Background: an optimization exercise with open tools, aiming at small area, a short achievable clock period and few clock cycles per item. Do not read the settings as production practice. Only simulation tests tie the RTL to the original design; equivalence was not proved. Power and IR drop assume default switching activity.

**design/flow/flow/run.sh**
```bash
#!/bin/bash
set -o pipefail
export BUFFER_PORTS_ARGS="-buffer_cell sky130_fd_sc_hd__buf_1"
bash standard.sh SETUP_SLACK_MARGIN=5.5 finish > standard.log 2>&1
```
**design/flow/standard.sh**
```bash
#!/bin/bash
# synth_recipe.tcl (not shown) runs the flow's synth.tcl, then flattens the netlist and writes it again
# the make line also repeats each setting of config.mk as NAME=value (left out here)
make -C /OpenROAD-flow-scripts/flow DESIGN_CONFIG=/design/flow/config.mk WORK_HOME=/design/flow/orfs CLKGATE_MAP_FILE= SYNTH_SCRIPT=/design/flow/synth_recipe.tcl "${@:-finish}"
```
**design/flow/config.mk**
```make
export PLATFORM = sky130hd
export DESIGN_NAME = ray_grid_stepper
export DESIGN_NICKNAME = ray_grid_stepper
export VERILOG_FILES = /design/flow/design.v
export SDC_FILE = /design/flow/constraint.sdc
export NUM_CORES = 4
export LEC_CHECK = 0
export CAP_MARGIN = 20
export CORE_MARGIN = 2
export CORE_UTILIZATION = 60
export PLACE_DENSITY = 0.7
export SLEW_MARGIN = 20
export SYNTH_HIERARCHICAL = 1
export SYNTH_MINIMUM_KEEP_SIZE = 0
```
**design/flow/constraint.sdc**
```tcl
create_clock -name core_clock -period 11.0 [get_ports {clock}]
set_input_delay 2.2000 -clock core_clock [delete_from_list [all_inputs] [get_ports {clock}]]
set_output_delay 2.2000 -clock core_clock [all_outputs]
set_load 0.01 [all_outputs]
```
**design/flow/design.v**
```verilog
module ray_grid_stepper #(
    parameter int COORD_W   = 13,
    parameter int CELL_LOG2 = 6,
    parameter int GRID_LOG2 = 6,
    parameter int FRAC_W    = 8,
    parameter int MAX_STEPS = 64,
    parameter int RAM_LAT   = 1
) (
    input  logic                       clock,
    input  logic                       resetn,
    input  logic                       start,
    input  logic                       mode,
    input  logic                       dir_neg,
    input  logic [COORD_W-1:0]         player_x,
    input  logic [COORD_W-1:0]         player_y,
    input  logic [COORD_W+FRAC_W-1:0]  slope,
    output logic                       busy,
    output logic                       done,
    output logic                       hit,
    output logic                       out_of_bounds,
    output logic                       step_limit,
    output logic [COORD_W-1:0]         hit_x,
    output logic [COORD_W-1:0]         hit_y,
    output logic [7:0]                 steps,
    output logic                       grid_rd_en,
    output logic [2*GRID_LOG2-1:0]     grid_addr,
    input  logic                       grid_data
);
    localparam int TW = 22;
    logic                  busy_r, done_r, hit_r;
    logic                  mode_r, dn_r;
    logic [14:0]           t_r;         
    logic [6:0]            th_r;        
    logic signed [7:0]     cp_r;        
    logic [6:0]            cnt_r;       
    logic                  cin_r;       
    logic signed [TW-1:0]  add_r;       
    logic [20:0]           slope_x;     
    logic signed [12:0]    p_in, s_in;
    logic                  ndn;
    logic [27:0]           vs, vc;
    logic [6:0]            low_sum;
    always_comb begin
        p_in    = mode ? player_x : player_y;
        s_in    = mode ? player_y : player_x;
        ndn     = !dir_neg;
        low_sum = {1'b0, vs[5:0]} + {1'b0, vc[5:0]};
    end
    logic cs1, cs2, cs3, cs4, cs5, cs6, cs7, cs8, cs9, cs10, cs11, cs12, cs13, cs14, cs15, cs16, cs17, cs18, cs19, cs20, cs21, cs22, cs23, cs24, cs25, cs26, cs27, cs28, cs29, cs30, cs31, cs32, cs33, cs34, cs35, cs36, cs37, cs38, cs39, cs40, cs41, cs42, cs43, cs44, cs45, cs46, cs47, cs48, cs49, cs50, cs51, cs52, cs53, cs54, cs55, cs56, cs57, cs58, cs59, cs60, cs61, cs62, cs63, cs64, cs65, cs66, cs67, cs68, cs69, cs70, cs71, cs72, cs73, cs74, cs75, cs76, cs77, cs78, cs79, cs80, cs81, cs82, cs83, cs84, cs85, cs86, cs87, cs88, cs89, cs90, cs91, cs92, cs93, cs94, cs95, cs96, cs97, cs98, cs99, cs100, cs101, cs102, cs103, cs104, cs105, cs106, cs107, cs108, cs109, cs110, cs111, cs112, cs113, cs114, cs115, cs116, cs117, cs118, cs119, cs120, cs121, cs122, cs123, cs124, cs125, cs126, cs127, cs128, cs129, cs130, cs131, cs132, cs133, cs134, cs135, cs136, cs137, cs138, cs139, cs140, cs141, cs142, cs143, cs144, cs145, cs146, cs147, cs148, cs149, cs150, cs151, cs152, cs153, cs154, cs155, cs156, cs157, cs158, cs159, cs160, cs161, cs162, cs163, cs164, cs165, cs166, cs167, cs168, cs169, cs170, cs171, cs172, cs173, cs174, cs175, cs176, cs177, cs178, cs179, cs180, cs181, cs182, cs183, cs184, cs185, cs186, cs187, cs188, cs189, cs190, cs191, cs192, cs193, cs194, cs195, cs196, cs197, cs198, cs199, cs200, cs201, cs202, cs203, cs204, cs205, cs206, cs207, cs208, cs209, cs210, cs211, cs212, cs213, cs214, cs215, cs216, cs217, cs218, cs219, cs220, cs221, cs222, cs223, cs224, cs225, cs226, cs227, cs228, cs229, cs230, cs231, cs232, cs233, cs234, cs235, cs236;
    rgs_ha ha_cs1 (.a(p_in[5]), .b((p_in[0] & ~slope[5])), .s(cs1), .co(cs2));
    rgs_fa fa_cs3 (.a((ndn & slope[0])), .b((p_in[0] & ~slope[6])), .c((p_in[1] & ~slope[5])), .s(cs3), .co(cs4));
    rgs_fa fa_cs5 (.a((ndn & slope[1])), .b((p_in[0] & ~slope[7])), .c((p_in[1] & ~slope[6])), .s(cs5), .co(cs6));
    rgs_fa fa_cs7 (.a(s_in[0]), .b((ndn & slope[2])), .c((p_in[0] & ~slope[8])), .s(cs7), .co(cs8));
    rgs_ha ha_cs9 (.a((p_in[1] & ~slope[7])), .b((p_in[2] & ~slope[6])), .s(cs9), .co(cs10));
    rgs_fa fa_cs11 (.a(s_in[1]), .b((ndn & slope[3])), .c((p_in[0] & ~slope[9])), .s(cs11), .co(cs12));
    rgs_fa fa_cs13 (.a((p_in[1] & ~slope[8])), .b((p_in[2] & ~slope[7])), .c((p_in[3] & ~slope[6])), .s(cs13), .co(cs14));
    rgs_fa fa_cs15 (.a(s_in[2]), .b((ndn & slope[4])), .c((p_in[0] & ~slope[10])), .s(cs15), .co(cs16));
    rgs_fa fa_cs17 (.a((p_in[1] & ~slope[9])), .b((p_in[2] & ~slope[8])), .c((p_in[3] & ~slope[7])), .s(cs17), .co(cs18));
    rgs_fa fa_cs19 (.a(s_in[3]), .b((ndn & slope[5])), .c((p_in[0] & ~slope[11])), .s(cs19), .co(cs20));
    rgs_fa fa_cs21 (.a((p_in[1] & ~slope[10])), .b((p_in[2] & ~slope[9])), .c((p_in[3] & ~slope[8])), .s(cs21), .co(cs22));
    rgs_fa fa_cs23 (.a(s_in[4]), .b((ndn & slope[6])), .c((p_in[0] & ~slope[12])), .s(cs23), .co(cs24));
    rgs_fa fa_cs25 (.a((p_in[1] & ~slope[11])), .b((p_in[2] & ~slope[10])), .c((p_in[3] & ~slope[9])), .s(cs25), .co(cs26));
    rgs_fa fa_cs27 (.a(s_in[5]), .b((ndn & slope[7])), .c((p_in[0] & ~slope[13])), .s(cs27), .co(cs28));
    rgs_fa fa_cs29 (.a((p_in[1] & ~slope[12])), .b((p_in[2] & ~slope[11])), .c((p_in[3] & ~slope[10])), .s(cs29), .co(cs30));
    rgs_fa fa_cs31 (.a(s_in[6]), .b((ndn & slope[8])), .c((p_in[0] & ~slope[14])), .s(cs31), .co(cs32));
    rgs_fa fa_cs33 (.a((p_in[1] & ~slope[13])), .b((p_in[2] & ~slope[12])), .c((p_in[3] & ~slope[11])), .s(cs33), .co(cs34));
    rgs_fa fa_cs35 (.a(s_in[7]), .b((ndn & slope[9])), .c((p_in[0] & ~slope[15])), .s(cs35), .co(cs36));
    rgs_fa fa_cs37 (.a((p_in[1] & ~slope[14])), .b((p_in[2] & ~slope[13])), .c((p_in[3] & ~slope[12])), .s(cs37), .co(cs38));
    rgs_fa fa_cs39 (.a(s_in[8]), .b((ndn & slope[10])), .c((p_in[0] & ~slope[16])), .s(cs39), .co(cs40));
    rgs_fa fa_cs41 (.a((p_in[1] & ~slope[15])), .b((p_in[2] & ~slope[14])), .c((p_in[3] & ~slope[13])), .s(cs41), .co(cs42));
    rgs_fa fa_cs43 (.a(s_in[9]), .b((ndn & slope[11])), .c((p_in[0] & ~slope[17])), .s(cs43), .co(cs44));
    rgs_fa fa_cs45 (.a((p_in[1] & ~slope[16])), .b((p_in[2] & ~slope[15])), .c((p_in[3] & ~slope[14])), .s(cs45), .co(cs46));
    rgs_fa fa_cs47 (.a(s_in[10]), .b((ndn & slope[12])), .c((p_in[0] & ~slope[18])), .s(cs47), .co(cs48));
    rgs_fa fa_cs49 (.a((p_in[1] & ~slope[17])), .b((p_in[2] & ~slope[16])), .c((p_in[3] & ~slope[15])), .s(cs49), .co(cs50));
    rgs_fa fa_cs51 (.a(s_in[11]), .b((ndn & slope[13])), .c((p_in[0] & ~slope[19])), .s(cs51), .co(cs52));
    rgs_fa fa_cs53 (.a((p_in[1] & ~slope[18])), .b((p_in[2] & ~slope[17])), .c((p_in[3] & ~slope[16])), .s(cs53), .co(cs54));
    rgs_fa fa_cs55 (.a(~s_in[12]), .b((ndn & slope[14])), .c(~(p_in[0] & ~slope[20])), .s(cs55), .co(cs56));
    rgs_fa fa_cs57 (.a((p_in[1] & ~slope[19])), .b((p_in[2] & ~slope[18])), .c((p_in[3] & ~slope[17])), .s(cs57), .co(cs58));
    rgs_fa fa_cs59 (.a((ndn & slope[15])), .b(~(p_in[1] & ~slope[20])), .c((p_in[2] & ~slope[19])), .s(cs59), .co(cs60));
    rgs_ha ha_cs61 (.a(p_in[3]), .b((p_in[0] & ~slope[3])), .s(cs61), .co(cs62));
    rgs_fa fa_cs63 (.a(p_in[4]), .b((p_in[0] & ~slope[4])), .c((p_in[1] & ~slope[3])), .s(cs63), .co(cs64));
    rgs_ha ha_cs65 (.a((p_in[2] & ~slope[2])), .b((p_in[3] & ~slope[1])), .s(cs65), .co(cs66));
    rgs_fa fa_cs67 (.a((p_in[1] & ~slope[4])), .b((p_in[2] & ~slope[3])), .c((p_in[3] & ~slope[2])), .s(cs67), .co(cs68));
    rgs_fa fa_cs69 (.a((p_in[4] & ~slope[1])), .b((p_in[5] & ~slope[0])), .c(cs1), .s(cs69), .co(cs70));
    rgs_fa fa_cs71 (.a((p_in[2] & ~slope[4])), .b((p_in[3] & ~slope[3])), .c((p_in[4] & ~slope[2])), .s(cs71), .co(cs72));
    rgs_fa fa_cs73 (.a((p_in[5] & ~slope[1])), .b(cs2), .c(cs3), .s(cs73), .co(cs74));
    rgs_fa fa_cs75 (.a((p_in[2] & ~slope[5])), .b((p_in[3] & ~slope[4])), .c((p_in[4] & ~slope[3])), .s(cs75), .co(cs76));
    rgs_fa fa_cs77 (.a((p_in[5] & ~slope[2])), .b(cs4), .c(cs5), .s(cs77), .co(cs78));
    rgs_fa fa_cs79 (.a((p_in[3] & ~slope[5])), .b((p_in[4] & ~slope[4])), .c((p_in[5] & ~slope[3])), .s(cs79), .co(cs80));
    rgs_fa fa_cs81 (.a(cs9), .b(cs6), .c(cs7), .s(cs81), .co(cs82));
    rgs_fa fa_cs83 (.a((p_in[4] & ~slope[5])), .b((p_in[5] & ~slope[4])), .c(cs10), .s(cs83), .co(cs84));
    rgs_fa fa_cs85 (.a(cs8), .b(cs11), .c(cs13), .s(cs85), .co(cs86));
    rgs_fa fa_cs87 (.a((p_in[4] & ~slope[6])), .b((p_in[5] & ~slope[5])), .c(cs12), .s(cs87), .co(cs88));
    rgs_fa fa_cs89 (.a(cs14), .b(cs15), .c(cs17), .s(cs89), .co(cs90));
    rgs_fa fa_cs91 (.a((p_in[4] & ~slope[7])), .b((p_in[5] & ~slope[6])), .c(cs16), .s(cs91), .co(cs92));
    rgs_fa fa_cs93 (.a(cs18), .b(cs19), .c(cs21), .s(cs93), .co(cs94));
    rgs_fa fa_cs95 (.a((p_in[4] & ~slope[8])), .b((p_in[5] & ~slope[7])), .c(cs20), .s(cs95), .co(cs96));
    rgs_fa fa_cs97 (.a(cs22), .b(cs23), .c(cs25), .s(cs97), .co(cs98));
    rgs_fa fa_cs99 (.a((p_in[4] & ~slope[9])), .b((p_in[5] & ~slope[8])), .c(cs24), .s(cs99), .co(cs100));
    rgs_fa fa_cs101 (.a(cs26), .b(cs27), .c(cs29), .s(cs101), .co(cs102));
    rgs_fa fa_cs103 (.a((p_in[4] & ~slope[10])), .b((p_in[5] & ~slope[9])), .c(cs28), .s(cs103), .co(cs104));
    rgs_fa fa_cs105 (.a(cs30), .b(cs31), .c(cs33), .s(cs105), .co(cs106));
    rgs_fa fa_cs107 (.a((p_in[4] & ~slope[11])), .b((p_in[5] & ~slope[10])), .c(cs32), .s(cs107), .co(cs108));
    rgs_fa fa_cs109 (.a(cs34), .b(cs35), .c(cs37), .s(cs109), .co(cs110));
    rgs_fa fa_cs111 (.a((p_in[4] & ~slope[12])), .b((p_in[5] & ~slope[11])), .c(cs36), .s(cs111), .co(cs112));
    rgs_fa fa_cs113 (.a(cs38), .b(cs39), .c(cs41), .s(cs113), .co(cs114));
    rgs_fa fa_cs115 (.a((p_in[4] & ~slope[13])), .b((p_in[5] & ~slope[12])), .c(cs40), .s(cs115), .co(cs116));
    rgs_fa fa_cs117 (.a(cs42), .b(cs43), .c(cs45), .s(cs117), .co(cs118));
    rgs_fa fa_cs119 (.a((p_in[4] & ~slope[14])), .b((p_in[5] & ~slope[13])), .c(cs44), .s(cs119), .co(cs120));
    rgs_fa fa_cs121 (.a(cs46), .b(cs47), .c(cs49), .s(cs121), .co(cs122));
    rgs_fa fa_cs123 (.a((p_in[4] & ~slope[15])), .b((p_in[5] & ~slope[14])), .c(cs48), .s(cs123), .co(cs124));
    rgs_fa fa_cs125 (.a(cs50), .b(cs51), .c(cs53), .s(cs125), .co(cs126));
    rgs_fa fa_cs127 (.a((p_in[4] & ~slope[16])), .b((p_in[5] & ~slope[15])), .c(cs52), .s(cs127), .co(cs128));
    rgs_fa fa_cs129 (.a(cs54), .b(cs55), .c(cs57), .s(cs129), .co(cs130));
    rgs_fa fa_cs131 (.a((p_in[3] & ~slope[18])), .b((p_in[4] & ~slope[17])), .c((p_in[5] & ~slope[16])), .s(cs131), .co(cs132));
    rgs_fa fa_cs133 (.a(cs56), .b(cs58), .c(cs59), .s(cs133), .co(cs134));
    rgs_fa fa_cs135 (.a((ndn & slope[16])), .b(~(p_in[2] & ~slope[20])), .c((p_in[3] & ~slope[19])), .s(cs135), .co(cs136));
    rgs_fa fa_cs137 (.a((p_in[4] & ~slope[18])), .b((p_in[5] & ~slope[17])), .c(cs60), .s(cs137), .co(cs138));
    rgs_fa fa_cs139 (.a((ndn & slope[17])), .b(~(p_in[3] & ~slope[20])), .c((p_in[4] & ~slope[19])), .s(cs139), .co(cs140));
    rgs_ha ha_cs141 (.a(p_in[2]), .b((p_in[0] & ~slope[2])), .s(cs141), .co(cs142));
    rgs_fa fa_cs143 (.a((p_in[1] & ~slope[2])), .b((p_in[2] & ~slope[1])), .c((p_in[3] & ~slope[0])), .s(cs143), .co(cs144));
    rgs_fa fa_cs145 (.a((p_in[4] & ~slope[0])), .b(cs62), .c(cs65), .s(cs145), .co(cs146));
    rgs_fa fa_cs147 (.a(cs66), .b(cs64), .c(cs67), .s(cs147), .co(cs148));
    rgs_fa fa_cs149 (.a(cs68), .b(cs71), .c(cs70), .s(cs149), .co(cs150));
    rgs_fa fa_cs151 (.a(cs72), .b(cs75), .c(cs74), .s(cs151), .co(cs152));
    rgs_fa fa_cs153 (.a(cs76), .b(cs79), .c(cs78), .s(cs153), .co(cs154));
    rgs_fa fa_cs155 (.a(cs80), .b(cs83), .c(cs82), .s(cs155), .co(cs156));
    rgs_fa fa_cs157 (.a(cs84), .b(cs86), .c(cs87), .s(cs157), .co(cs158));
    rgs_fa fa_cs159 (.a(cs88), .b(cs90), .c(cs91), .s(cs159), .co(cs160));
    rgs_fa fa_cs161 (.a(cs92), .b(cs94), .c(cs95), .s(cs161), .co(cs162));
    rgs_fa fa_cs163 (.a(cs96), .b(cs98), .c(cs99), .s(cs163), .co(cs164));
    rgs_fa fa_cs165 (.a(cs100), .b(cs102), .c(cs103), .s(cs165), .co(cs166));
    rgs_fa fa_cs167 (.a(cs104), .b(cs106), .c(cs107), .s(cs167), .co(cs168));
    rgs_fa fa_cs169 (.a(cs108), .b(cs110), .c(cs111), .s(cs169), .co(cs170));
    rgs_fa fa_cs171 (.a(cs112), .b(cs114), .c(cs115), .s(cs171), .co(cs172));
    rgs_fa fa_cs173 (.a(cs116), .b(cs118), .c(cs119), .s(cs173), .co(cs174));
    rgs_fa fa_cs175 (.a(cs120), .b(cs122), .c(cs123), .s(cs175), .co(cs176));
    rgs_fa fa_cs177 (.a(cs124), .b(cs126), .c(cs127), .s(cs177), .co(cs178));
    rgs_fa fa_cs179 (.a(cs131), .b(cs128), .c(cs130), .s(cs179), .co(cs180));
    rgs_fa fa_cs181 (.a(cs132), .b(cs135), .c(cs134), .s(cs181), .co(cs182));
    rgs_fa fa_cs183 (.a((p_in[5] & ~slope[18])), .b(cs136), .c(cs139), .s(cs183), .co(cs184));
    rgs_fa fa_cs185 (.a((ndn & slope[18])), .b(~(p_in[4] & ~slope[20])), .c((p_in[5] & ~slope[19])), .s(cs185), .co(cs186));
    rgs_ha ha_cs187 (.a(p_in[1]), .b((p_in[0] & ~slope[1])), .s(cs187), .co(cs188));
    rgs_fa fa_cs189 (.a((p_in[1] & ~slope[1])), .b((p_in[2] & ~slope[0])), .c(cs141), .s(cs189), .co(cs190));
    rgs_fa fa_cs191 (.a(cs142), .b(cs61), .c(cs143), .s(cs191), .co(cs192));
    rgs_fa fa_cs193 (.a(cs144), .b(cs63), .c(cs145), .s(cs193), .co(cs194));
    rgs_fa fa_cs195 (.a(cs146), .b(cs69), .c(cs147), .s(cs195), .co(cs196));
    rgs_fa fa_cs197 (.a(cs148), .b(cs73), .c(cs149), .s(cs197), .co(cs198));
    rgs_fa fa_cs199 (.a(cs77), .b(cs150), .c(cs151), .s(cs199), .co(cs200));
    rgs_fa fa_cs201 (.a(cs81), .b(cs152), .c(cs153), .s(cs201), .co(cs202));
    rgs_fa fa_cs203 (.a(cs85), .b(cs154), .c(cs155), .s(cs203), .co(cs204));
    rgs_fa fa_cs205 (.a(cs89), .b(cs156), .c(cs157), .s(cs205), .co(cs206));
    rgs_fa fa_cs207 (.a(cs93), .b(cs158), .c(cs159), .s(cs207), .co(cs208));
    rgs_fa fa_cs209 (.a(cs97), .b(cs160), .c(cs161), .s(cs209), .co(cs210));
    rgs_fa fa_cs211 (.a(cs101), .b(cs162), .c(cs163), .s(cs211), .co(cs212));
    rgs_fa fa_cs213 (.a(cs105), .b(cs164), .c(cs165), .s(cs213), .co(cs214));
    rgs_fa fa_cs215 (.a(cs109), .b(cs166), .c(cs167), .s(cs215), .co(cs216));
    rgs_fa fa_cs217 (.a(cs113), .b(cs168), .c(cs169), .s(cs217), .co(cs218));
    rgs_fa fa_cs219 (.a(cs117), .b(cs170), .c(cs171), .s(cs219), .co(cs220));
    rgs_fa fa_cs221 (.a(cs121), .b(cs172), .c(cs173), .s(cs221), .co(cs222));
    rgs_fa fa_cs223 (.a(cs125), .b(cs174), .c(cs175), .s(cs223), .co(cs224));
    rgs_fa fa_cs225 (.a(cs129), .b(cs176), .c(cs177), .s(cs225), .co(cs226));
    rgs_fa fa_cs227 (.a(cs133), .b(cs178), .c(cs179), .s(cs227), .co(cs228));
    rgs_fa fa_cs229 (.a(cs137), .b(cs180), .c(cs181), .s(cs229), .co(cs230));
    rgs_fa fa_cs231 (.a(cs183), .b(cs138), .c(cs182), .s(cs231), .co(cs232));
    rgs_fa fa_cs233 (.a(cs185), .b(cs140), .c(cs184), .s(cs233), .co(cs234));
    rgs_fa fa_cs235 (.a((ndn & slope[19])), .b(~(p_in[5] & ~slope[20])), .c(cs186), .s(cs235), .co(cs236));
    assign vs[0] = p_in[0];
    assign vs[1] = cs187;
    assign vs[2] = cs188;
    assign vs[3] = cs190;
    assign vs[4] = cs192;
    assign vs[5] = cs194;
    assign vs[6] = cs196;
    assign vs[7] = cs198;
    assign vs[8] = cs200;
    assign vs[9] = cs202;
    assign vs[10] = cs204;
    assign vs[11] = cs206;
    assign vs[12] = cs208;
    assign vs[13] = cs210;
    assign vs[14] = cs212;
    assign vs[15] = cs214;
    assign vs[16] = cs216;
    assign vs[17] = cs218;
    assign vs[18] = cs220;
    assign vs[19] = cs222;
    assign vs[20] = cs224;
    assign vs[21] = cs226;
    assign vs[22] = cs228;
    assign vs[23] = cs230;
    assign vs[24] = cs232;
    assign vs[25] = cs234;
    assign vs[26] = cs236;
    assign vs[27] = 1'b1;
    assign vc[0] = (p_in[0] & ~slope[0]);
    assign vc[1] = (p_in[1] & ~slope[0]);
    assign vc[2] = cs189;
    assign vc[3] = cs191;
    assign vc[4] = cs193;
    assign vc[5] = cs195;
    assign vc[6] = cs197;
    assign vc[7] = cs199;
    assign vc[8] = cs201;
    assign vc[9] = cs203;
    assign vc[10] = cs205;
    assign vc[11] = cs207;
    assign vc[12] = cs209;
    assign vc[13] = cs211;
    assign vc[14] = cs213;
    assign vc[15] = cs215;
    assign vc[16] = cs217;
    assign vc[17] = cs219;
    assign vc[18] = cs221;
    assign vc[19] = cs223;
    assign vc[20] = cs225;
    assign vc[21] = cs227;
    assign vc[22] = cs229;
    assign vc[23] = cs231;
    assign vc[24] = cs233;
    assign vc[25] = cs235;
    assign vc[26] = ~(ndn & slope[20]);
    assign vc[27] = 1'b0;
    logic                  first;
    logic [14:0]           sum_lo;
    logic [7:0]            a_hi, b_hi;
    logic                  hi_zero;
    logic [14:0]           t_nxt;
    logic signed [7:0]     cp_nxt;
    logic                  nxt_oob, probe_valid, hit_now, finish;
    always_comb begin
        first       = cnt_r[6];
        sum_lo      = {1'b0, t_r[13:0]} + {1'b0, add_r[13:0]} + {14'd0, cin_r};
        a_hi        = {th_r, t_r[14]};
        b_hi        = add_r[21:14];
        hi_zero     = ((a_hi[0] ^ b_hi[0]) == sum_lo[14]) && ((a_hi[6:0] | b_hi[6:0]) == (a_hi[7:1] ^ b_hi[7:1]));
        t_nxt       = {a_hi[0] ^ b_hi[0] ^ sum_lo[14], sum_lo[13:0]};
        cp_nxt      = cp_r + (dn_r ? -8'sd1 : 8'sd1);
        nxt_oob     = (cp_nxt[7:6] != 2'b00) || !hi_zero;
        probe_valid = !first;
        hit_now     = probe_valid && grid_data;
        finish      = hit_now || nxt_oob;
    end
    always_ff @(posedge clock) begin
        if (!resetn) begin
            busy_r <= 1'b0;
            done_r <= 1'b0;
        end else if (busy_r) begin
            busy_r <= !finish;
            done_r <= finish;
        end else begin
            busy_r <= start;
            done_r <= 1'b0;
        end
    end
    always_ff @(posedge clock) begin
        hit_r <= hit_now;
        slope_x <= dir_neg ? ~slope : slope;
        th_r    <= busy_r ? 7'd0 : vs[27:21];
        if (!busy_r) begin
            mode_r  <= mode;
            dn_r    <= dir_neg;
            add_r   <= vc[27:6];
            cin_r   <= low_sum[6];
            t_r     <= vs[20:6];
            cp_r    <= {p_in[12], p_in[12:6]};
            cnt_r   <= 7'h7f;
        end else begin
            cnt_r <= cnt_r + 7'd1;
            if (first) begin
                add_r <= {slope_x[20], slope_x};
                cin_r <= dn_r;
            end
            if (!hit_now) begin
                t_r  <= t_nxt;
                cp_r <= cp_nxt;
            end
        end
    end
    logic [6:0] line_idx;
    always_comb begin
        busy          = busy_r;
        done          = done_r;
        hit           = hit_r;
        out_of_bounds = !hit_r;
        step_limit    = 1'b0;
        line_idx      = cp_r[6:0] + {6'd0, dn_r};
        hit_x         = mode_r ? {line_idx, 6'd0} : t_r[14:2];
        hit_y         = mode_r ? t_r[14:2] : {line_idx, 6'd0};
        steps         = {1'b0, cnt_r};
        grid_rd_en    = 1'b1;
        grid_addr     = mode_r ? {t_nxt[13:8], cp_nxt[5:0]} : {cp_nxt[5:0], t_nxt[13:8]};
    end
endmodule
module rgs_fa (
    input  logic a,
    input  logic b,
    input  logic c,
    output logic s,
    output logic co
);
    assign s  = a ^ b ^ c;
    assign co = (a & b) | (a & c) | (b & c);
endmodule
module rgs_ha (
    input  logic a,
    input  logic b,
    output logic s,
    output logic co
);
    assign s  = a ^ b;
    assign co = a & b;
endmodule
```
==> results.py, run 1 <==
metrics = {
    "timing": {
        "period_needed_ps": 5370,
        "setup-violations-final": 0,
        "worstMarginPinSlew_ps": 985,
        "post-route-period-util_pct": 48.8,
        "rsz0062_at_grt": "no",
        "maxSlewHeadroom_pct": 34.3,
        "setup_slack_ps": 5630,
        "timing.final.hold_violations": 0,
        "drv_slew": 0,
        "fmaxAchievable_mhz": 186,
        "finalClockSkew_ps": 9.86,
        "final.setup.tns_ps": 0,
    },
    "finish": {
        "final_net_count": 1119,
        "synthToLayoutAreaGrowth_pct": 9.73,
        "filler_cell_count": 1103,
        "ratio_of_cells_with_drive_above_1_in_the_final_layout_pct": 9.94,
        "antenna-diode-count": 0,
        "sequential_cell_area_um2": 2190,
        "final_design_area_no_fill_um2": 9270,
        "multi_input_comb_area_um2": 5890,
    },
    "setup_path": {
        "critical_path_peak_fanout": 21,
        "reg2regPathDepth": 9,
        "r2r-end": "t_r[14]",
        "rrSetupSlack_ps": 8120,
        "critical_path_class": "in -> reg",
        "crit_end": "add_r[8]",
        "required_ps": 11090,
        "worst_setup_path_start_kind": "input pin",
        "r2r-start": "t_r[0]",
        "critical_path.startpoint": "dir_neg",
        "arrival_ps": 5470,
        "end_kind": "register",
    },
    "synthesis": {
        "edff_count_synth": 47,
        "avgSynthCellArea_um2": 10.5,
        "ys.flop_type": "sky130_fd_sc_hd__edfxtp_1",
        "async_reset_ff_share_pct": 0,
        "ys.warnings.count": 7,
        "syn-instance-count": 805,
        "ys_seq_elements": 86,
        "yosys.cell_types.count": 56,
        "synth_sequential_area_ratio_pct": 25.9,
        "synth.cell_area_um2": 8450,
    },
    "hold_path": {
        "whs_path_depth": 1,
        "min-delay-path-class": "reg -> reg",
    },
    "power": {
        "totalPowerFinal_mw": 2.03,
        "pleak_nw": 4.03,
        "flop_pwr_share_pct": 25.4,
        "cell_internal_pwr_mw": 1.17,
        "clock_power_share_pct": 14.8,
        "p_sw_uw": 862,
        "p_sw_share_pct": 42.4,
        "vdd_drop_max_mv": 0.0972,
        "power_density_nw_per_um2": 219,
        "combPwrFrac_pct": 59.8,
    },
    "clocking": {
        "tritoncts_num_sinks": 86,
        "clkSlewWorstSetupHoldPaths_ps": 60,
        "clock_latency_late_sink_ps": 350,
        "cts_max_path_buffers": 2,
        "clk_root_buffer_cell": "sky130_fd_sc_hd__clkbuf_16",
        "post_cts_resized": 1,
        "cts_made_buffers": 9,
        "cts_hold_buf": 0,
        "tritoncts_clock_tree": "yes",
        "postCtsSetupRepairBufs": 0,
        "cts_max_level": 3,
    },
    "detailed_routing": {
        "vias": 6222,
        "drt-vias-per-instance": 5.79,
        "antenna_left": 0,
        "routedWlPerCell_um": 18.7,
        "drt-pass1-iter-count": 5,
        "postRouteWirelength_mm": 20.1,
        "detail_route.iter0.violations": 539,
        "drc": 0,
    },
    "global_route": {
        "grt_start_max_net_pins": 71,
        "wire_length_of_the_first_global_routing_pass_mm": 32.4,
        "global_route.overflow_total": 0,
        "groute.usage.overall_pct": 28.4,
        "antenna_found_initial": 0,
        "grt_pass1_vias": 6311,
    },
    "die": {
        "width_of_the_die_um": 123,
        "core_um2": 13800,
        "initial_core_utilization_pct": 61.1,
        "rows": 43,
        "fp.dieArea_um2": 15000,
        "die_outline_height_um": 123,
        "boundaryPins": 105,
    },
    "job": {
        "drv_cap": 0,
    },
    "placement": {
        "preCtsSetupSlack_ps": 5130,
        "hpwlAfterDp_mm": 15.3,
        "post_dp_cell_area_um2": 8980,
        "gpl.final_weighted_congestion": 0.878,
        "port_buffers": 101,
    },
    "status": {
        "outcome": "no timing/DRC/antenna violations",
    },
}
worst min-delay path by stage:
| stage | endpoint | startpoint | slack [ps] |
|---|---|---|---|
| 2_1_floorplan | cnt_r[0] | cnt_r[0] | 440 |
| 3_3_place_gp | cnt_r[0] | cnt_r[0] | 420 |
| 3_5_place_dp | cnt_r[0] | cnt_r[0] | 430 |
| 4_1_cts | cnt_r[0] | cnt_r[0] | 440 |
| 5_1_grt | cnt_r[0] | cnt_r[0] | 460 |
| 6_report | cnt_r[0] | cnt_r[0] | 440 |
flip-flops by register name, indices dropped and copies added, names as in the netlist:
| register | count |
|---|---|
| add_r | 22 |
| done_r | 1 |
| busy_r | 1 |
| th_r | 7 |
| dn_r | 1 |
| mode_r | 1 |
| hit_r | 1 |
| slope_x | 21 |
| cin_r | 1 |
| t_r | 15 |
| cnt_r | 7 |
| cp_r | 8 |
metal layers:
layer	share of wire, %	wire (um)	global-route usage, %
met5	0	0	0
met1	45	9100	40.4
met4	2.1	430	8.55
met3	5.9	1190	4.18
met2	47	9410	45.5
stage by stage:
| stage | hold WS, ps | std cells | utilization [%] |
|---|---|---|---|
| floorplan | 441 | 806 | - |
| global placement | 415 | 1059 | 64.9 |
| detailed placement | 427 | 1059 | 64.9 |
| CTS | 442 | 1075 | 67.1 |
| global route | 462 | 1075 | 67.1 |
| finish | 439 | 1075 | 67.1 |
power groups by stage:
stage	Sequential, mW	Clock, mW	Combinational [mW]
2_1_floorplan	0.500	0	0.892
3_3_place_gp	0.518	0	1.15
3_5_place_dp	0.522	0	1.19
4_1_cts	0.515	0.308	1.21
5_1_grt	0.525	0.321	1.35
6_report	0.516	0.302	1.21
Yosys cell counts (all sizes together), types with 6 or more instances:
| library cell | instances | area [um^2] |
|---|---|---|
| nand2b | 6 | 37.5 |
| a21oi | 23 | 115 |
| ha | 61 | 763 |
| o21ai | 22 | 110 |
| or2 | 8 | 50.1 |
| dfxtp | 39 | 781 |
| nor2b | 23 | 144 |
| mux2 | 48 | 541 |
| mux2i | 19 | 190 |
| buf | 8 | 46.3 |
| nor3 | 6 | 30.0 |
| nand3 | 15 | 75.1 |
| nor2 | 133 | 499 |
| a21o | 11 | 83.8 |
| nand2 | 28 | 105 |
| inv | 56 | 210 |
| and2 | 12 | 75.1 |
| clkbuf | 30 | 113 |
| xnor2 | 20 | 175 |
| fa | 115 | 2300 |
| edfxtp | 47 | 1410 |
| o21a | 8 | 60.1 |
| xor2 | 10 | 87.6 |
Yosys stat by module, one instance, submodules excluded:
module	copies in the design	cells inside	flip-flops and latches	cell area (um^2)
rgs_ha	6	1	0	12.5
rgs_fa	112	1	0	20.0
ray_grid_stepper	1	687	86	6130
area by class of cell:
cell class	count	area share, %
multi-input cells	626	63.5
flip-flops and latches	86	23.7
repair buffers	111	4.94
clock buffers	11	2.74
well taps	180	2.43
inverters	56	2.27
clock inverters	5	0.418
worst max-delay path: stages:
cell                     delay (ps)
sky130_fd_sc_hd__buf_1           90
sky130_fd_sc_hd__inv_1          710
sky130_fd_sc_hd__ha_1           330
sky130_fd_sc_hd__fa_1           450
sky130_fd_sc_hd__fa_1           420
sky130_fd_sc_hd__fa_1           550
sky130_fd_sc_hd__fa_1           420
sky130_fd_sc_hd__mux2_2         270
logic make-up after synthesis:
group                      after synthesis  synth area share, %
muxes                                   67                 8.65
adders and majority gates              176                 36.3
xor gates and xnor gates                30                 3.11
DFF                                     86                 25.9
buffers and inverters                   94                 4.37
and+or+nand+nor                        249                 13.5
AOI/OAI and AO/OA                      101                 8.01
other                                    2               0.0889
cell usage in the layout, fill, tap and decap left out, types with 23 or more instances in the layout:
| cell | count |
|---|---|
| sky130_fd_sc_hd__nand2_1 | 28 |
| sky130_fd_sc_hd__buf_1 | 100 |
| sky130_fd_sc_hd__nor2b_1 | 23 |
| sky130_fd_sc_hd__fa_1 | 115 |
| sky130_fd_sc_hd__nor2_1 | 133 |
| sky130_fd_sc_hd__dfxtp_1 | 38 |
| sky130_fd_sc_hd__inv_1 | 55 |
| sky130_fd_sc_hd__a21oi_1 | 23 |
| sky130_fd_sc_hd__ha_1 | 61 |
| sky130_fd_sc_hd__edfxtp_1 | 47 |
| sky130_fd_sc_hd__mux2_2 | 48 |
Testbench counts, summed over its fixed seeds: cycles 12,152, rays 1,536.
==> run 2: changes to the inputs <==
--- a/design/flow/config.mk
+++ b/design/flow/config.mk
@@ -8,6 +8,7 @@
 export CAP_MARGIN = 20
 export CORE_MARGIN = 2
 export CORE_UTILIZATION = 60
+export CTS_BUF_LIST = sky130_fd_sc_hd__clkbuf_8
 export PLACE_DENSITY = 0.7
 export SLEW_MARGIN = 20
 export SYNTH_HIERARCHICAL = 1
==> results.py, run 2 <==
metrics = {
    "synthesis": {
        "most_used_standard_cell_by_instance_count_after_synthesis": "sky130_fd_sc_hd__nor2_1",
        "ys.warnings.count": 7,
        "ys_seq_elements": 86,
        "ys.flop_type": "sky130_fd_sc_hd__edfxtp_1",
        "yosys.cell_types.count": 56,
        "yosys.area.top_type": "sky130_fd_sc_hd__fa_1",
        "avgSynthCellArea_um2": 10.5,
        "post-synth-top-area-fraction_pct": 27.2,
        "synthTopCellsByCount": "sky130_fd_sc_hd__nor2_1, sky130_fd_sc_hd__fa_1, sky130_fd_sc_hd__ha_1",
        "synth.cell_area_um2": 8450,
        "syn-instance-count": 805,
        "synth_sequential_area_ratio_pct": 25.9,
        "async_reset_ff_share_pct": 0,
        "edff_count_synth": 47,
        "synth.top_cells.by_area": "sky130_fd_sc_hd__fa_1, sky130_fd_sc_hd__edfxtp_1, sky130_fd_sc_hd__dfxtp_1, sky130_fd_sc_hd__ha_1, sky130_fd_sc_hd__mux2_2",
    },
    "power": {
        "pleak_nw": 3.99,
        "power_density_nw_per_um2": 213,
        "vdd_drop_max_mv": 0.0941,
    },
    "finish": {
        "filler_cell_count": 1116,
        "regMostFlops": "add_r",
        "commonest_non_fill_non_tap_cell_in_the_layout": "sky130_fd_sc_hd__nor2_1",
        "final_net_count": 1119,
        "final_cell_mix": "sky130_fd_sc_hd__nor2_1, sky130_fd_sc_hd__fa_1, sky130_fd_sc_hd__buf_1",
        "antenna-diode-count": 0,
        "synthToLayoutAreaGrowth_pct": 8.59,
        "final_design_area_no_fill_um2": 9180,
        "ratio_of_cells_with_drive_above_1_in_the_final_layout_pct": 9.94,
        "top_regs": "add_r (22), slope_x (21), t_r (15)",
        "largest_reg_flops": 22,
    },
    "setup_path": {
        "required_ps": 8800,
        "rrSetupSlack_ps": 8130,
        "critical_path_peak_fanout": 3,
        "end_kind": "output pin",
        "r2r-start": "t_r[0]",
        "reg2regPathDepth": 9,
        "arrival_ps": 3140,
        "critical_path_class": "reg -> out",
        "r2r-end": "t_r[14]",
        "worst_setup_path_start_kind": "register",
    },
    "detailed_routing": {
        "vias": 6129,
        "antenna_left": 0,
        "drc": 0,
        "drt-vias-per-instance": 5.70,
        "detail_route.iter0.violations": 427,
        "postRouteWirelength_mm": 19.9,
        "drt-pass1-iter-count": 7,
        "routedWlPerCell_um": 18.5,
    },
    "die": {
        "core_um2": 13800,
        "fp.dieArea_um2": 15000,
        "boundaryPins": 105,
        "die_outline_height_um": 123,
        "width_of_the_die_um": 123,
        "initial_core_utilization_pct": 61.1,
        "rows": 43,
    },
    "placement": {
        "hpwlAfterDp_mm": 15.3,
        "port_buffers": 101,
        "gpl.final_weighted_congestion": 0.878,
        "post_dp_cell_area_um2": 8980,
    },
    "timing": {
        "rsz0062_at_grt": "no",
        "drv_slew": 0,
        "worstMarginPinSlew_ps": 953,
        "setup-violations-final": 0,
        "final.setup.tns_ps": 0,
        "maxSlewHeadroom_pct": 36.4,
        "final_hold_slack_ps": 445,
        "finalClockSkew_ps": 14.9,
        "fmaxAchievable_mhz": 187,
        "post-route-period-util_pct": 48.5,
        "period_needed_ps": 5340,
        "timing.final.hold_violations": 0,
    },
    "global_route": {
        "global_route.overflow_total": 0,
        "antenna_found_initial": 0,
        "wire_length_of_the_first_global_routing_pass_mm": 32.3,
        "grt_start_max_net_pins": 71,
        "grt_pass1_vias": 6330,
        "groute.usage.overall_pct": 28.3,
    },
    "clocking": {
        "tritoncts_num_sinks": 86,
        "post_cts_resized": 0,
        "cts_made_buffers": 9,
        "clkSlewWorstSetupHoldPaths_ps": 90,
        "clk_root_buffer_cell": "sky130_fd_sc_hd__clkbuf_8",
        "cts_max_level": 3,
        "tritoncts_clock_tree": "yes",
        "cts_max_path_buffers": 2,
        "cts_hold_buf": 0,
        "postCtsSetupRepairBufs": 0,
        "clock_latency_late_sink_ps": 380,
    },
    "hold_path": {
        "whs_path_depth": 1,
        "min-delay-path-class": "reg -> reg",
        "hold_path_startpoint": "cnt_r[0]",
        "worst_hold_path.endpoint": "cnt_r[0]",
    },
    "status": {
        "outcome": "no timing/DRC/antenna violations",
    },
    "job": {
        "drv_cap": 0,
    },
}
[run 2: changes by cell type in the layout (fill, tap and decap cells not counted)]
| cell | change |
|---|---|
| sky130_fd_sc_hd__bufinv_16 | +1 |
| sky130_fd_sc_hd__clkbuf_1 | -1 |
| sky130_fd_sc_hd__clkbuf_16 | -10 |
| sky130_fd_sc_hd__clkbuf_8 | +9 |
| sky130_fd_sc_hd__inv_1 | +1 |
[run 2: worst max-delay path by stage]
| stage | to | startpoint | depth (start not counted) | slack (ps) |
|---|---|---|---|---|
| after global routing | grid_addr[2] | t_r[0] | 10 | 5530 |
| after floorplan | add_r[10] | mode | 9 | 5580 |
| final | grid_addr[4] | t_r[0] | 10 | 5660 |
| after CTS | t_r[11] | mode | 10 | 5530 |
| after detailed placement | t_r[11] | mode | 10 | 5130 |
| after global placement | t_r[11] | mode | 10 | 5170 |
[run 2: critical path, stage by stage, from the launching register on]
cell	delay, ps
sky130_fd_sc_hd__edfxtp_1	340
sky130_fd_sc_hd__inv_1	60
sky130_fd_sc_hd__fa_1	470
sky130_fd_sc_hd__fa_1	430
sky130_fd_sc_hd__nand2b_1	190
sky130_fd_sc_hd__a211oi_1	340
sky130_fd_sc_hd__o2111ai_1	200
sky130_fd_sc_hd__a21boi_1	200
sky130_fd_sc_hd__o21ai_0	170
sky130_fd_sc_hd__a31o_1	250
sky130_fd_sc_hd__buf_1	120
[run 2: stage by stage]
step	power [mW]	utilization, %	setup slack, ps	std cells
floorplan	1.39	-	5580	806
global placement	1.67	64.9	5170	1059
detailed placement	1.71	64.9	5130	1059
CTS	1.95	66.3	5530	1075
global route	2.12	66.4	5530	1075
finish	1.95	66.4	5660	1075
[run 2: cell families (layout without fill, tap and decap cells)]
logic type               after synthesis  count (layout)  share of synthesized area (%)
AO/OA/AOI/OAI                        101             101                           8.01
AND/OR/NAND/NOR                      249             249                           13.5
buffers and inverters                 94             183                           4.37
adder cells (fa/ha/maj)              176             176                           36.3
flip-flops                            86              86                           25.9
multiplexers                          67              67                           8.65
XOR/XNOR                              30              30                           3.11
other                                  2               3                         0.0889
[run 2: where the power goes]
group          internal, mW  leakage [nW]  switching (mW)
Combinational         0.537          3.06           0.671
Sequential            0.463         0.832          0.0510
Clock                 0.106         0.101           0.125
Total                  1.11          3.99           0.847
[run 2: cell type report]
class                      instances  area, um^2  area share (%)
tap                              180         225            2.45
inverter                          56         210            2.29
clock buffer                       9         124            1.35
clock inverter                     7        72.6           0.791
timing repair buffer             111         458            4.99
multi-input combinational        626        5890            64.2
sequential                        86        2190            23.9
[run 2: modules after synthesis, one instance, submodules excluded]
module	flops+latches	copies in the design	cells	area, um^2
rgs_ha	0	6	1	12.5
ray_grid_stepper	86	1	687	6130
rgs_fa	0	112	1	20.0
[run 2: per-layer routing]
metal	share of wire, %	vias up	wire length, um	GRT usage (%)
met5	0	-	0	0
met4	1.8	0	356	9.12
met3	6.7	29	1340	4.37
met2	46	227	9230	44.9
met1	45	2989	8980	40.2
li1	-	2884	-	-
==> run 3: changes to the inputs <==
--- a/design/flow/config.mk
+++ b/design/flow/config.mk
@@ -7,9 +7,8 @@
 export LEC_CHECK = 0
 export CAP_MARGIN = 20
 export CORE_MARGIN = 2
-export CORE_UTILIZATION = 60
-export CTS_BUF_LIST = sky130_fd_sc_hd__clkbuf_8
-export PLACE_DENSITY = 0.7
+export CORE_UTILIZATION = 40
+export PLACE_DENSITY = 0.6
 export SLEW_MARGIN = 20
 export SYNTH_HIERARCHICAL = 1
 export SYNTH_MINIMUM_KEEP_SIZE = 0
==> results.py, run 3 <==
metrics = {
    "status": {
        "outcome": "no timing/DRC/antenna violations",
    },
    "timing": {
        "final.setup.tns_ps": 0,
        "timing.final.hold_violations": 0,
        "fmaxAchievable_mhz": 185,
        "post-route-period-util_pct": 49.0,
        "setup_slack_ps": 5610,
        "worstMarginPinSlew_ps": 948,
        "rsz0062_at_grt": "yes",
        "drv_slew": 0,
        "maxSlewHeadroom_pct": 36.8,
        "final_hold_slack_ps": 453,
        "setup-violations-final": 0,
        "period_needed_ps": 5390,
        "finalClockSkew_ps": 8.61,
    },
    "hold_path": {
        "worst_hold_path.endpoint": "cnt_r[0]",
        "whs_path_depth": 1,
        "min-delay-path-class": "reg -> reg",
        "hold_path_startpoint": "cnt_r[0]",
    },
    "clocking": {
        "cts_max_level": 3,
        "clkSlewWorstSetupHoldPaths_ps": 70,
        "tritoncts_clock_tree": "yes",
        "cts_hold_buf": 0,
        "tritoncts_num_sinks": 86,
        "cts_made_buffers": 9,
        "clk_root_buffer_cell": "sky130_fd_sc_hd__clkbuf_16",
        "clock_latency_late_sink_ps": 350,
        "cts_max_path_buffers": 2,
    },
    "detailed_routing": {
        "detail_route.iter0.violations": 367,
        "antenna_left": 0,
        "routedWlPerCell_um": 17.9,
        "drt-vias-per-instance": 5.20,
        "drt-pass1-iter-count": 4,
        "vias": 6084,
        "drc": 0,
        "postRouteWirelength_mm": 20.9,
    },
    "synthesis": {
        "post-synth-top-area-fraction_pct": 27.2,
        "ys.flop_type": "sky130_fd_sc_hd__edfxtp_1",
        "syn-instance-count": 805,
        "avgSynthCellArea_um2": 10.5,
        "yosys.cell_types.count": 56,
        "async_reset_ff_share_pct": 0,
        "ys_seq_elements": 86,
        "synth.cell_area_um2": 8450,
        "most_used_standard_cell_by_instance_count_after_synthesis": "sky130_fd_sc_hd__nor2_1",
        "synthTopCellsByCount": "sky130_fd_sc_hd__nor2_1, sky130_fd_sc_hd__fa_1, sky130_fd_sc_hd__ha_1",
        "synth_sequential_area_ratio_pct": 25.9,
        "yosys.area.top_type": "sky130_fd_sc_hd__fa_1",
        "synth.top_cells.by_area": "sky130_fd_sc_hd__fa_1, sky130_fd_sc_hd__edfxtp_1, sky130_fd_sc_hd__dfxtp_1, sky130_fd_sc_hd__ha_1, sky130_fd_sc_hd__mux2_2",
        "ys.warnings.count": 7,
        "edff_count_synth": 47,
    },
    "job": {
        "drv_cap": 0,
    },
    "die": {
        "core_um2": 20900,
        "initial_core_utilization_pct": 40.4,
        "die_outline_height_um": 149,
        "rows": 53,
        "boundaryPins": 105,
        "fp.dieArea_um2": 22300,
        "width_of_the_die_um": 149,
    },
    "global_route": {
        "wire_length_of_the_first_global_routing_pass_mm": 33.9,
        "globalRouteMet2Util_pct": 31.2,
        "met3_track_demand_over_resource_pct": 3.91,
        "groute.layer.met1.usage_pct": 28.1,
        "groute.usage.overall_pct": 19.8,
        "top_usage_layer": "met2",
        "global_route.overflow_total": 0,
        "grt_start_max_net_pins": 71,
        "antenna_found_initial": 0,
        "grt_pass1_vias": 6236,
    },
    "finish": {
        "regMostFlops": "add_r",
        "top_regs": "add_r (22), slope_x (21), t_r (15)",
        "commonest_non_fill_non_tap_cell_in_the_layout": "sky130_fd_sc_hd__nor2_1",
        "final_net_count": 1121,
        "antenna-diode-count": 0,
        "synthToLayoutAreaGrowth_pct": 12.0,
        "ratio_of_cells_with_drive_above_1_in_the_final_layout_pct": 10.7,
        "final_cell_mix": "sky130_fd_sc_hd__nor2_1, sky130_fd_sc_hd__fa_1, sky130_fd_sc_hd__buf_1",
        "largest_reg_flops": 22,
    },
    "setup_path": {
        "crit_chain": "clkbuf_8, mux2i_2, buf_4, nor2_1, fa_1, fa_1, fa_1, fa_1, mux2_2",
        "cp_slowest_stage_delay_ps": 570,
        "cp.buffers_inverters": 2,
        "critical_path_peak_fanout": 30,
        "crit_path_top_delay_cell": "sky130_fd_sc_hd__fa_1",
        "r2r-start": "t_r[0]",
        "arrival_ps": 5490,
        "cpLargestDelayFamily": "adder cells",
        "critical_path_class": "in -> reg",
        "end_kind": "register",
        "r2r-end": "t_r[12]",
        "reg2regPathDepth": 9,
        "worst_setup_path_start_kind": "input pin",
        "rrSetupSlack_ps": 8190,
        "required_ps": 11100,
        "crit_top_cell": "sky130_fd_sc_hd__fa_1",
    },
    "power": {
        "vdd_drop_max_mv": 0.101,
        "totalPowerFinal_mw": 2.04,
        "pleak_nw": 4.05,
        "power_density_nw_per_um2": 216,
    },
    "placement": {
        "gpl.final_weighted_congestion": 0.846,
        "hpwlAfterDp_mm": 16.1,
        "preCtsSetupSlack_ps": 4580,
        "port_buffers": 101,
    },
}
[run 3: metrics by stage]
stage	instance area [um^2]	cells	util (%)
floorplan	8460	806	-
global placement	9100	1154	43.6
detailed placement	9100	1154	43.6
CTS	9450	1171	45.2
global route	9470	1171	45.3
finish	9470	1171	45.3
[run 3: logic make-up after synthesis]
family          after synthesis  share of synthesized area [%]
simple gates                249                           13.5
fa+ha+maj                   176                           36.3
compound gates              101                           8.01
buf+inv                      94                           4.37
flops                        86                           25.9
mux                          67                           8.65
xor+xnor                     30                           3.11
other cells                   2                         0.0889
[run 3: area by class of cell]
| type | count | area, um^2 |
|---|---|---|
| clock buffer | 11 | 275 |
| clock inverter | 4 | 33.8 |
| fill | 1999 | 11400 |
| inverter | 56 | 210 |
| multi-input combinational | 626 | 5930 |
| sequential | 86 | 2190 |
| tap | 275 | 344 |
| timing repair buffer | 113 | 479 |
[run 3: where the power goes]
group | leakage, nW | total (mW) | switching, mW | internal (mW)
clock | 0.151 | 0.321 | 0.139 | 0.182
sequential | 0.832 | 0.518 | 0.0544 | 0.464
combinational | 3.07 | 1.20 | 0.666 | 0.535
[run 3: how the worst max path moves through the flow]
stage,start,endpoint,cells after the start
finish,mode,add_r[6],9
CTS,mode,add_r[6],9
global route,mode,add_r[6],9
global placement,mode,t_r[11],10
floorplan,mode,add_r[10],9
detailed placement,mode,add_r[12],9
[run 3: modules after synthesis (local to each module, per instance)]
module / cells inside / times used / flip-flops and latches
ray_grid_stepper: 687 / 1 / 86
rgs_ha: 1 / 6 / 0
rgs_fa: 1 / 112 / 0
[run 3: routing by layer]
metal / share of wire (%) / wire (um)
met5: 0 / 0
met4: 1.2 / 244
met3: 6.0 / 1250
met2: 46 / 9610
met1: 47 / 9830
[run 3: worst reg2reg max path, delay by kind of cell (launching register included)]
family | cells | cell delay (ps)
buffers and inverters | 1 | 50
DFF | 1 | 320
adders and majority gates | 2 | 900
and+or+nand+nor | 1 | 210
AOI/OAI and AO/OA | 5 | 1100
[run 3: repair_timing]
item                                   in CTS  in global routing
setup buffers                               2                  0
setup endpoints to repair                  35                  4
resized for setup                           5                  2
pin swaps                                   0                  0
endpoints found under the hold margin       0                  0
gates cloned                                0                  0

[static timing again, ports no longer ideal]
The flow's constraints put no driver on any port. The routed layouts listed below were extracted and timed again, unchanged, in two steps. Step 1 (the two cells are an assumption about what drives the block):
set clk [get_ports {clock}]
set_driving_cell -lib_cell sky130_fd_sc_hd__clkbuf_16 $clk
set_driving_cell -lib_cell sky130_fd_sc_hd__buf_2 [delete_from_list [all_inputs] $clk]
Step 2 times the ports against the registers' clock, not the clock port: input delays grow and output delays shrink by t, the midpoint of the rising clock arrivals with the driver on. Three values: ideal ports, drivers, drivers and shift; two values: the first two.
| run | shift t [ns] | setup WS [ns] | cell pins on the clock port's net |
|---|---|---|---|
| run 1 | 0.387 | 5.628 / 5.645 / 5.262 | 1 |
| run 2 | 0.411 | 5.663 / 5.626 / 5.291 | 1 |
| run 3 | 0.392 | 5.609 / 5.588 / 5.196 | 1 |
After both steps setup and hold are still met in every run listed. The setup slack of run 3, which loses most, moves by -0.021 ns with the drivers and by -0.413 ns with both steps.
